Background: an optimization exercise with open tools, aiming at small area and a short achievable clock period. Do not read the settings as production practice.
The RTL was checked by simulation tests, not by an equivalence proof against the original design.
Power figures rest on the tool's default switching activity, not on a simulated workload.

==> flow/design.v <==
package mem_pkg;
    localparam logic [31:0] FAULT_RDATA = 32'h0000_0000;
    function automatic integer mem_log2(input integer v);
        integer i;
        mem_log2 = 0;
        for (i = 0; i < 31; i = i + 1) begin
            if ((1 << i) < v) mem_log2 = i + 1;
        end
    endfunction
endpackage
module mem_array #(
    parameter int DEPTH = 64
) (
    input  logic             clk,
    input  logic [DEPTH-1:0] i_we,
    input  logic [DEPTH-1:0] i_hold,
    input  logic [DEPTH-1:0] i_rsel,
    input  logic [31:0]      i_wdata,
    output logic [31:0]      o_rdata
);
    localparam int HALF = DEPTH / 2;
    logic [31:0] r_mem [DEPTH];
    logic [31:0] r_lo;
    logic [31:0] w_lo;
    logic [31:0] w_hi;
    always_ff @(posedge clk) begin
        for (int k = 0; k < DEPTH; k++)
            r_mem[k] <= (i_wdata & {32{i_we[k]}}) | (r_mem[k] & {32{i_hold[k]}});
    end
    always_comb begin
        w_lo = '0;
        w_hi = '0;
        for (int k = 0; k < HALF; k++) begin
            w_lo = w_lo | (r_mem[k]        & {32{i_rsel[k]}});
            w_hi = w_hi | (r_mem[k + HALF] & {32{i_rsel[k + HALF]}});
        end
    end
    always_ff @(posedge clk) r_lo <= w_lo;
    assign o_rdata = r_lo | w_hi;
endmodule
module mem_responder #(
    parameter int          DEPTH      = 64,
    parameter logic [31:0] ADDR_BASE  = 32'h0000_0000,
    parameter int          RD_LATENCY = 2,
    parameter int          WR_LATENCY = 1
) (
    input  logic           clk,
    input  logic           reset,
    input  logic           MemReq,
    input  logic           MemWrite,
    input  logic [31:0]    Adr,
    input  logic [31:0]    WriteData,
    output logic [31:0]    ReadData,
    output logic           Ready,
    output logic           Err
);
    localparam int          AW   = mem_pkg::mem_log2(DEPTH);
    localparam logic [31:0] SPAN = 32'(4 * DEPTH);
    logic             r_b1;
    logic             r_b0;
    logic             r_ready;
    logic             r_err;
    logic             r_write;
    logic             r_fault;
    logic             r_wcommit;
    logic             r_whold;
    logic [DEPTH-1:0] w_we;
    logic [DEPTH-1:0] w_hold;
    logic [DEPTH-1:0] r_sel;
    logic [31:0]      r_wdata;
    logic [31:0]      r_rdata;
    logic             w_idle;
    logic             w_accept;
    logic [31:0]      w_offset;
    logic             w_fault;
    logic [AW-1:0]    w_idx;
    logic [31:0]      w_ram_rdata;
    assign w_idle   = !r_b1 && !r_b0 && !r_ready;
    assign w_accept = w_idle && MemReq;
    assign w_offset = Adr - ADDR_BASE;
    assign w_fault  = (w_offset[1:0] != 2'b00) || (w_offset >= SPAN);
    assign w_idx    = w_offset[AW+1:2];
    assign w_we   = r_sel & {DEPTH{r_wcommit}};
    assign w_hold = ~r_sel | {DEPTH{r_whold}};
    mem_array #(
        .DEPTH (DEPTH)
    ) u_mem (
        .clk     (clk),
        .i_we    (w_we),
        .i_hold  (w_hold),
        .i_rsel  (r_sel),
        .i_wdata (r_wdata),
        .o_rdata (w_ram_rdata)
    );
    always_ff @(posedge clk) begin
        if (w_idle) begin
            r_wdata <= WriteData;
            for (int k = 0; k < DEPTH; k++)
                r_sel[k] <= (w_idx == AW'(k)) && !w_fault;
            r_fault <= w_fault;
            r_write <= MemWrite;
        end
    end
    always_ff @(posedge clk) begin
        if (!reset) begin
            r_b1    <= 1'b0;
            r_b0    <= 1'b0;
            r_ready <= 1'b0;
            r_err   <= 1'b0;
            r_wcommit <= 1'b0;
            r_whold   <= 1'b1;
        end else begin
            r_b1    <= w_accept && !MemWrite;
            r_b0    <= r_b1 || (w_accept && MemWrite);
            r_ready <= r_b0;
            r_err   <= r_b0 && r_fault;
            r_wcommit <= r_b0 && r_write;
            r_whold   <= !(r_b0 && r_write);
        end
    end
    always_ff @(posedge clk) begin
        if (!reset)
            r_rdata <= mem_pkg::FAULT_RDATA;
        else if (r_b0 && !r_write)
            r_rdata <= w_ram_rdata;
    end
    assign ReadData = r_rdata;
    assign Ready    = r_ready;
    assign Err      = r_err;
endmodule
Settings: LEC_CHECK=0, CAP_MARGIN=20, CORE_MARGIN=2, CORE_UTILIZATION=70, CTS_CLUSTER_DIAMETER=100, CTS_CLUSTER_SIZE=25, SETUP_SLACK_MARGIN=2.9, SLEW_MARGIN=20; clock period 5.0 ns.
standard.sh (not shown) runs the stock make flow with config.mk's settings and CLKGATE_MAP_FILE= SYNTH_SCRIPT=/design/flow/synth_recipe.tcl, a recipe that flattens the netlist after the stock synthesis.
==> flow/flow/run.sh <==
#!/bin/bash
set -euo pipefail
export BUFFER_PORTS_ARGS="-buffer_cell sky130_fd_sc_hd__buf_2"
export CTS_ARGS="-sink_clustering_enable -repair_clock_nets -sink_clustering_size 25 -sink_clustering_max_diameter 100 -dont_use_dummy_load"
bash standard.sh > standard.log 2>&1
Then changed:
--- a/flow/design.v
+++ b/flow/design.v
@@ -20,8 +20,9 @@
 );
     localparam int HALF = DEPTH / 2;
     logic [31:0] r_mem [DEPTH];
     logic [31:0] r_lo;
+    logic [31:0] r_hi;
     logic [31:0] w_lo;
     logic [31:0] w_hi;
     always_ff @(posedge clk) begin
         for (int k = 0; k < DEPTH; k++)
@@ -34,10 +35,13 @@
             w_lo = w_lo | (r_mem[k]        & {32{i_rsel[k]}});
             w_hi = w_hi | (r_mem[k + HALF] & {32{i_rsel[k + HALF]}});
         end
     end
-    always_ff @(posedge clk) r_lo <= w_lo;
-    assign o_rdata = r_lo | w_hi;
+    always_ff @(posedge clk) begin
+        r_lo <= w_lo;
+        r_hi <= w_hi;
+    end
+    assign o_rdata = r_lo | r_hi;
 endmodule
 module mem_responder #(
     parameter int          DEPTH      = 64,
     parameter logic [31:0] ADDR_BASE  = 32'h0000_0000,
@@ -61,12 +65,11 @@
     logic             r_ready;
     logic             r_err;
     logic             r_write;
     logic             r_fault;
-    logic             r_wcommit;
-    logic             r_whold;
-    logic [DEPTH-1:0] w_we;
-    logic [DEPTH-1:0] w_hold;
+    logic [DEPTH-1:0] r_we;
+    logic [DEPTH-1:0] r_hold;
+    logic             r_rdfire;
     logic [DEPTH-1:0] r_sel;
     logic [31:0]      r_wdata;
     logic [31:0]      r_rdata;
     logic             w_idle;
@@ -79,25 +82,25 @@
     assign w_accept = w_idle && MemReq;
     assign w_offset = Adr - ADDR_BASE;
     assign w_fault  = (w_offset[1:0] != 2'b00) || (w_offset >= SPAN);
     assign w_idx    = w_offset[AW+1:2];
-    assign w_we   = r_sel & {DEPTH{r_wcommit}};
-    assign w_hold = ~r_sel | {DEPTH{r_whold}};
     mem_array #(
         .DEPTH (DEPTH)
     ) u_mem (
         .clk     (clk),
-        .i_we    (w_we),
-        .i_hold  (w_hold),
+        .i_we    (r_we),
+        .i_hold  (r_hold),
         .i_rsel  (r_sel),
         .i_wdata (r_wdata),
         .o_rdata (w_ram_rdata)
     );
     always_ff @(posedge clk) begin
+        for (int k = 0; k < DEPTH; k++)
+            r_sel[k] <= (w_idx == AW'(k)) && !w_fault;
+    end
+    always_ff @(posedge clk) begin
         if (w_idle) begin
             r_wdata <= WriteData;
-            for (int k = 0; k < DEPTH; k++)
-                r_sel[k] <= (w_idx == AW'(k)) && !w_fault;
             r_fault <= w_fault;
             r_write <= MemWrite;
         end
     end
@@ -106,23 +109,25 @@
             r_b1    <= 1'b0;
             r_b0    <= 1'b0;
             r_ready <= 1'b0;
             r_err   <= 1'b0;
-            r_wcommit <= 1'b0;
-            r_whold   <= 1'b1;
+            r_we    <= '0;
+            r_hold  <= '1;
+            r_rdfire <= 1'b0;
         end else begin
             r_b1    <= w_accept && !MemWrite;
             r_b0    <= r_b1 || (w_accept && MemWrite);
             r_ready <= r_b0;
             r_err   <= r_b0 && r_fault;
-            r_wcommit <= r_b0 && r_write;
-            r_whold   <= !(r_b0 && r_write);
+            r_we    <= r_sel & {DEPTH{r_b0 && r_write}};
+            r_hold  <= ~(r_sel & {DEPTH{r_b0 && r_write}});
+            r_rdfire <= r_b1;
         end
     end
     always_ff @(posedge clk) begin
         if (!reset)
             r_rdata <= mem_pkg::FAULT_RDATA;
-        else if (r_b0 && !r_write)
+        else if (r_rdfire)
             r_rdata <= w_ram_rdata;
     end
     assign ReadData = r_rdata;
     assign Ready    = r_ready;
What happened: Sequential power went down by 19%. Total power falls by 27%. Global-route usage came out higher by 3.3 points. Wire length rises by 7.4%. Synthesized area rose by 2.3%.

-- static timing again, ports no longer ideal --
In the flow no input, the clock included, has a driving cell. The finished layouts below were timed again as built, in two steps.
Step 1, drivers: a clkbuf_16 drives clk and a buf_2 each remaining input, both assumed.
Step 2, shift: input delay + t, output delay - t, t = (earliest + latest rising clock arrival at the registers) / 2. This alone moves slack from input paths to output paths.
Slacks: ideal ports / drivers / drivers and shift; pairs: ideal ports / drivers.
run	t, ns	setup slack, ns	hold WS [ns]	worst setup path after step 2	cell pins on the clock port's net
the first run	0.825	2.721 / 2.634 / 2.292	0.427 / 0.361 / 0.481	input to register	1
the second run	0.824	2.674 / 2.593 / 2.037	0.416 / 0.360 / 0.464	input to register	1
After both steps every run listed still meets setup and hold. For the second run, which loses most, drivers alone change the setup slack by -0.081 ns; drivers and shift together by -0.637 ns.
